From an optimization exercise on the open Yosys and OpenROAD flow, aimed at small area, a short achievable clock period and few clock cycles per item; shortcuts taken in it are not production practice.
Where RTL was checked, it was by simulation tests only, not by an equivalence proof against the original.
Power figures rest on the tool's default switching activity, not on a simulated workload.

## old
Design fp_addsub_top, start of the top module:
module fp_addsub_top (
  input  logic        clk,
  input  logic        rst_n,
  input  logic        in_req,
  output logic        in_ack,
  input  logic [64:0] in_op,      
  output logic        out_req,
  input  logic        out_ack,
  output logic [34:0] out_res     
);
==> flow/config.mk <==
export PLATFORM = sky130hd
export DESIGN_NAME = fp_addsub_top
export DESIGN_NICKNAME = fp_addsub_top
export VERILOG_FILES = /design/flow/design.v
export SDC_FILE = /design/flow/constraint.sdc
export NUM_CORES = 4
export LEC_CHECK = 0
export ABC_AREA = 1
export CAP_MARGIN = 20
export CORE_MARGIN = 2
export CORE_UTILIZATION = 40
export SETUP_SLACK_MARGIN = 3.3
export SLEW_MARGIN = 20
export TNS_END_PERCENT = 5
export BUFFER_PORTS_ARGS = -buffer_cell sky130_fd_sc_hd__buf_1
==> flow/constraint.sdc <==
create_clock -name core_clock -period 6.5 [get_ports {clk}]
set_input_delay 1.3000 -clock core_clock [delete_from_list [all_inputs] [get_ports {clk}]]
set_output_delay 1.3000 -clock core_clock [all_outputs]
set_load 0.01 [all_outputs]
standard.sh (not shown) runs the stock make flow with config.mk's settings and CLKGATE_MAP_FILE= SYNTH_SCRIPT=/design/flow/synth_recipe.tcl, a recipe that flattens the netlist after the stock synthesis.
==> flow/flow/run.sh <==
#!/bin/bash
set -e
echo 'export BUFFER_PORTS_ARGS = -buffer_cell sky130_fd_sc_hd__buf_1' >> config.mk
bash standard.sh > standard.log 2>&1
old did not stop at any stage, and its layout met the timing, design-rule and antenna checks.
Here is what was changed in the inputs of new compared with old.
--- a/flow/design.v
+++ b/flow/design.v
@@ -92,36 +92,39 @@
     sh_ba  = (~s_nz | (|d_ba[7:5]) | (d_ba[4:0] > 5'd26)) ? 5'd27 : d_ba[4:0];
     sh_a   = a_ge_e ? sh_ab : sh_ba;
   end
   logic        sign1, subx1;
   logic [7:0]  l_e1;
   logic [22:0] l_f1;
   logic [23:0] s_m1;
-  logic [4:0]  sh1;
+  logic [4:0]  sh1, sh1_n;
   always_ff @(posedge clk) begin
     sign1 <= sign_a;
     subx1 <= subx_a;
     l_e1  <= l_e_a;
     l_f1  <= l_f_a;
     s_m1  <= s_m_a;
     sh1   <= sh_a;
+    sh1_n <= ~sh_a;                     
   end
-  logic [26:0] s_sh, al;
+  logic [26:0] s_sh, s_sh_l, al;
   logic        sticky, c_b;
   logic [26:0] s_b;
   logic [27:0] sum_b;
   always_comb begin
     s_sh   = {s_m1, 3'b000} >> sh1;
+    s_sh_l = {s_m1, 3'b000} >> ~sh1_n;
+    s_sh[12:0] = s_sh_l[12:0];
     sticky = 1'b0;
     for (int j = 0; j < 24; j++) begin
-      if (5'(j + 3) < sh1) sticky = sticky | s_m1[j];
+      if (5'(j + 3) < ~sh1_n) sticky = sticky | s_m1[j];
     end
     al = {s_sh[26:1], s_sh[0] | (sticky & s_m1[23])};
   end
-  ks_add #(27) add_i (.a({1'b1, l_f1, 3'b000}), .b(al ^ {27{subx1}}), .cin(subx1),
+  sk_add #(27) add_i (.a({1'b1, l_f1, 3'b000}), .b(al ^ {27{subx1}}), .cin(subx1),
                       .s(s_b), .cout(c_b));
   assign sum_b = {c_b & ~subx1, s_b};
   logic        sign2, subx2;
   logic [7:0]  l_e2;
   logic [27:0] sum2;
   always_ff @(posedge clk) begin
     if (ld2) begin
Notes after the runs:
Of old and new, the higher area of combinational cells with multiple inputs belongs to old. Taking old as the reference point, the flip-flop and latch count of new rises by about 3.6%. Summary: with old as the reference, final cell count in new moved down by a few percent. Comparing mean number of vias per cell for old and new, the smaller number came from new. Diff old -> new: worst-case hold slack now sits at about the same level; register-to-register slack now sits lower. new vs old: met1 layer usage reported by global route down. Number of buffers and inverters on the critical path: higher on new. In new, well tap count is lower than in old. Lower final critical-path required period goes to old over new. Placeable core area (higher): old. Diff old -> new: count of clock-buffer cells in the layout increased by 4 relative to the old numbers, highest clock frequency the design can meet shrank by 5.0%. Looking only at post-route met1 wirelength, and setting everything else aside, the higher value of old and new goes to old.
No run of this note included a check of the RTL's function; only the layout flow was run.

========
## rev 12
Another version of the RTL of fp_addsub_top (not shown whole).
For scale: about 2000 cells after synthesis, about 140 flip-flops, ~110 I/O pins, roughly 13000 µm² of cells after synthesis.
clock: 6.5 ns
lec_check: 0
abc_area: 1
cap_margin: 20
core_margin: 2
core_utilization: 40
cts_buf_list: sky130_fd_sc_hd__clkbuf_8
setup_slack_margin: 3.3
slew_margin: 20
tns_end_percent: 5
buffer_ports_args: -buffer_cell sky130_fd_sc_hd__buf_1
Scripts as last shown in full above: flow/flow/run.sh
Rev 12 ran to completion and came out clean on the timing, design-rule and antenna checks.
Inputs modified between rev 12 and rev 13:
-- flow/design.v --
<<< rev 12, line 40
  output logic [34:0] out_res     
);
  logic req_d, acc, v2, v3, rq, ak_a, ak_b;
  logic xfer, r1v, ld2;
  logic acc_n, v2_n, v3_n, rq_n, r1v_n;
  assign xfer    = v3 & rq & out_ack;              
  assign out_req = v3 & (rq | ~out_ack);
  assign r1v     = req_d & ~acc;                   
  assign ld2     = in_req & r1v & (~v2 | xfer);    
  assign in_ack  = in_req & (ak_a | (ak_b & out_ack));
  assign acc_n = in_req & in_ack;
  assign v2_n  = ld2 | (v2 & ~xfer);
  assign v3_n  = v2 & ~xfer;
  assign rq_n  = out_req & ~out_ack;
  assign r1v_n = in_req & ~acc_n;
  always_ff @(posedge clk) begin
    if (!rst_n) begin
>>> rev 13, line 40
  output logic [34:0] out_res     
);
  logic req_d, acc, v2, v3, rq;
  logic xfer, r1v, ld2;
  assign xfer    = v3 & rq & out_ack;              
  assign out_req = v3 & (rq | ~out_ack);
  assign r1v     = req_d & ~acc;                   
  assign ld2     = in_req & r1v & (~v2 | xfer);    
  assign in_ack  = in_req & (acc | ld2);
  always_ff @(posedge clk) begin
    if (!rst_n) begin
<<< rev 12, line 60
      v3    <= 1'b0;
      rq    <= 1'b0;
      ak_a  <= 1'b0;
      ak_b  <= 1'b0;
    end else begin
      req_d <= in_req;
      acc   <= acc_n;
      v2    <= v2_n;
      v3    <= v3_n;
      rq    <= rq_n;
      ak_a  <= acc_n | (r1v_n & ~v2_n);
      ak_b  <= r1v_n & v3_n & rq_n;
    end
  end
>>> rev 13, line 54
      v3    <= 1'b0;
      rq    <= 1'b0;
    end else begin
      req_d <= in_req;
      acc   <= in_req & in_ack;
      v2    <= ld2 | (v2 & ~xfer);
      v3    <= v2 & ~xfer;
      rq    <= out_req & ~out_ack;
    end
  end
<<< rev 12, line 128
    al = {s_sh[26:1], s_sh[0] | (sticky & s_m1[23])};
  end
  sk_add #(27) add_i (.a({1'b1, l_f1, 3'b000} ^ {27{subx1}}), .b(al), .cin(1'b0),
                      .s(s_b), .cout(c_b));
  assign sum_b = {c_b, s_b};
  logic        sign2, subx2;
  logic [7:0]  l_e2;
  logic [27:0] tsum2, sum2;
  always_ff @(posedge clk) begin
    if (ld2) begin
>>> rev 13, line 118
    al = {s_sh[26:1], s_sh[0] | (sticky & s_m1[23])};
  end
  sk_add #(27) add_i (.a({1'b1, l_f1, 3'b000}), .b(al ^ {27{subx1}}), .cin(subx1),
                      .s(s_b), .cout(c_b));
  assign sum_b = {c_b & ~subx1, s_b};
  logic        sign2, subx2;
  logic [7:0]  l_e2;
  logic [27:0] sum2;
  always_ff @(posedge clk) begin
    if (ld2) begin
<<< rev 12, line 139
      subx2 <= subx1;
      l_e2  <= l_e1;
      tsum2 <= sum_b;
    end
  end
  assign sum2 = {tsum2[27] & ~subx2, tsum2[26:0] ^ {27{subx2}}};
  logic        carry, zero, uf, ov, up, lost, rc, kill, g, rs, wsel;
  logic [23:0] keep;
>>> rev 13, line 129
      subx2 <= subx1;
      l_e2  <= l_e1;
      sum2  <= sum_b;
    end
  end
  logic        carry, zero, uf, ov, up, lost, rc, kill, g, rs, wsel;
  logic [23:0] keep;
### Flow results
Result for rev 12 and rev 13: all clean. For the vertical die dimension, rev 13 came in 5.1 µm lower than rev 12 did. Summary of rev 13 over rev 12: post-route cell area shows a reduction of about 11%, number of standard-cell rows in the floorplan shows a reduction of 2, share of total power in the clock network shows a reduction of 1.1 points. Looking at power density over the cells across rev 12 and rev 13, the one that comes out lower is rev 12. | portion of the clock cycle consumed by the worst path in the final layout | higher: rev 12 |. Compared with rev 12, rev 13 shows a lower flip-flop and latch count. Compare rev 12 and rev 13 | post-synthesis instance area higher: rev 12. Relative to rev 12, the final-layout fill cell count measured on rev 13 has decreased by a few percent. Compared with rev 12, rev 13 shows final cell count without fillers lower by 8.7%. Relative to rev 12, rev 13 improves final worst-path setup slack. Relative to rev 12, signed area change from the synthesized netlist to the final layout decreased by 7.2 points in rev 13. | non-clock buffer count | lower: rev 13 |.
Testbench counts of rev 13, summed over its fixed seeds: cycles 9,608, items 3,200.
For rev 12, only the layout was checked, not whether the RTL still works.

========
Another version of the RTL of fp_addsub_top (not shown whole).
For scale: ~1800 cells after synthesis, about 12000 um2 of cells after synthesis.
Settings: LEC_CHECK=0, ABC_AREA=1, CAP_MARGIN=20, CORE_MARGIN=2, CORE_UTILIZATION=40, CTS_BUF_LIST=sky130_fd_sc_hd__clkbuf_8, SETUP_SLACK_MARGIN=3.6, SLEW_MARGIN=20, TNS_END_PERCENT=5, BUFFER_PORTS_ARGS=-buffer_cell sky130_fd_sc_hd__buf_1; clock period 6.5 ns.
Scripts as last shown in full above: flow/flow/run.sh
Rerun with:
--- a/flow/design.v
+++ b/flow/design.v
@@ -69,73 +69,69 @@
       rq    <= rq_n;
       ak_a  <= acc_n | (r1v_n & ~v2_n);
       ak_b  <= r1v_n & v3_n & rq_n;
     end
   end
   logic        a_s, b_s, op_sub;
   logic [7:0]  a_e, b_e;
   logic [22:0] a_f, b_f;
   logic        a_nz, b_nz, b_gt, a_ge_e, swap, s_nz;
   logic [7:0]  d_ab, d_ba, d_abm1;
-  logic        big_ab, big_ba, big_a;
+  logic [4:0]  sh_ab, sh_ba;
   logic        sign_a, subx_a;
   logic [7:0]  l_e_a;
   logic [22:0] l_f_a;
   logic [23:0] s_m_a;
   logic [4:0]  sh_a;
   always_comb begin
     {a_s, a_e, a_f, b_s, b_e, b_f, op_sub} = in_op;
   end
   pfx_gt #(31) cmp_i (.a({a_e, a_f}), .b({b_e, b_f}), .gt(b_gt));
   cmp_add #(8) ed_i (.a(a_e), .b(~b_e), .s0(d_abm1), .s1(d_ab), .c1(a_ge_e));
   assign d_ba = ~d_abm1;
   always_comb begin
     a_nz   = |a_e;
     b_nz   = |b_e;
     swap   = b_gt & b_nz;
     sign_a = swap ? (b_s ^ op_sub) : a_s;
     subx_a = a_s ^ b_s ^ op_sub;
-    l_e_a  = a_ge_e ? a_e : b_e;                
+    l_e_a  = swap ? b_e : a_e;
     l_f_a  = swap ? b_f : a_f;
     s_nz   = a_nz & b_nz;
     s_m_a  = {s_nz, swap ? a_f : b_f};
-    big_ab = ~s_nz | (|d_ab[7:5]) | (d_ab[4:0] > 5'd26);
-    big_ba = ~s_nz | (|d_ba[7:5]) | (d_ba[4:0] > 5'd26);
-    sh_a   = a_ge_e ? d_ab[4:0] : d_ba[4:0];
-    big_a  = a_ge_e ? big_ab : big_ba;
+    sh_ab  = (~s_nz | (|d_ab[7:5]) | (d_ab[4:0] > 5'd26)) ? 5'd27 : d_ab[4:0];
+    sh_ba  = (~s_nz | (|d_ba[7:5]) | (d_ba[4:0] > 5'd26)) ? 5'd27 : d_ba[4:0];
+    sh_a   = a_ge_e ? sh_ab : sh_ba;
   end
   logic        sign1, subx1;
   logic [7:0]  l_e1;
   logic [22:0] l_f1;
   logic [23:0] s_m1;
   logic [4:0]  sh1;
-  logic        big1;
   always_ff @(posedge clk) begin
     sign1 <= sign_a;
     subx1 <= subx_a;
     l_e1  <= l_e_a;
     l_f1  <= l_f_a;
     s_m1  <= s_m_a;
     sh1   <= sh_a;
-    big1  <= big_a;
   end
   logic [26:0] s_sh, al;
   logic        sticky, c_b;
   logic [26:0] s_b;
   logic [27:0] sum_b;
   always_comb begin
-    s_sh   = {s_m1 & {24{~big1}}, 3'b000} >> sh1;
+    s_sh   = {s_m1, 3'b000} >> sh1;
     sticky = 1'b0;
     for (int j = 0; j < 24; j++) begin
       if (5'(j + 3) < sh1) sticky = sticky | s_m1[j];
     end
-    if (big1) sticky = 1'b1;                     
     al = {s_sh[26:1], s_sh[0] | (sticky & s_m1[23])};
   end
   sk_add #(27) add_i (.a({1'b1, l_f1, 3'b000}), .b(al ^ {27{subx1}}), .cin(subx1),
                       .s(s_b), .cout(c_b));
   assign sum_b = {c_b & ~subx1, s_b};
   logic        sign2, subx2;
   logic [7:0]  l_e2;
   logic [27:0] sum2;
   always_ff @(posedge clk) begin
     if (ld2) begin
Setup slack improved by 0.041 ns.
Final area shrinks by 6.5%.
Area after synthesis stays flat.
Fmax grows by 1.2%.
Total power shrinks by 19%.
Hold slack got worse by 0.0033 ns.
Sequential cell count shrinks by 1.
Global-route usage shrinks by 1.6 points.
Wire length shrinks by 9.4%.
Final cell count shrinks by 4.5%.
Via count shrinks by 7.6%.
Testbench counts after the change, summed over its fixed seeds: cycles 9,608, items 3,200.
No functional check of the RTL was part of the first run of this note.

-- separate check: timing with driven ports --
The results above use ideal ports. As a check the final layouts listed here were re-extracted and re-timed, cells and wires unchanged. Step 1: set_driving_cell puts a clkbuf_16 on clk and a buf_2 on each other input, an assumption about the parent block. Step 2 adds t to the input delays and takes it off the output delays; t is the mean of the earliest and latest rising clock arrival at the registers after step 1. Input paths then give back, and output paths get back, about the clock's delay inside the block. a / b / c = no drivers / after step 1 / after step 2; a / b = the first two.
run | t (ns) | setup WS [ns] | worst register clock-pin slew, ns | cell pins on the clock port's net
old | 0.487 | 3.194 / 3.156 / 2.763 | 0.07 / 0.07 | 1
new | 0.475 | 3.022 / 3.022 / 2.677 | 0.07 / 0.07 | 1
rev 12 | 0.514 | 2.704 / 2.704 / 2.334 | 0.09 / 0.09 | 1
rev 13 | 0.510 | 2.911 / 2.911 / 2.613 | 0.10 / 0.10 | 1
the first run of note 3 | 0.512 | 3.060 / 3.060 / 2.763 | 0.10 / 0.10 | 1
the second run of note 3 | 0.508 | 3.101 / 3.101 / 2.775 | 0.10 / 0.10 | 1
After both steps every run listed still meets setup and hold. For old, which loses most, drivers alone change the setup slack by -0.038 ns; drivers and shift together by -0.431 ns.
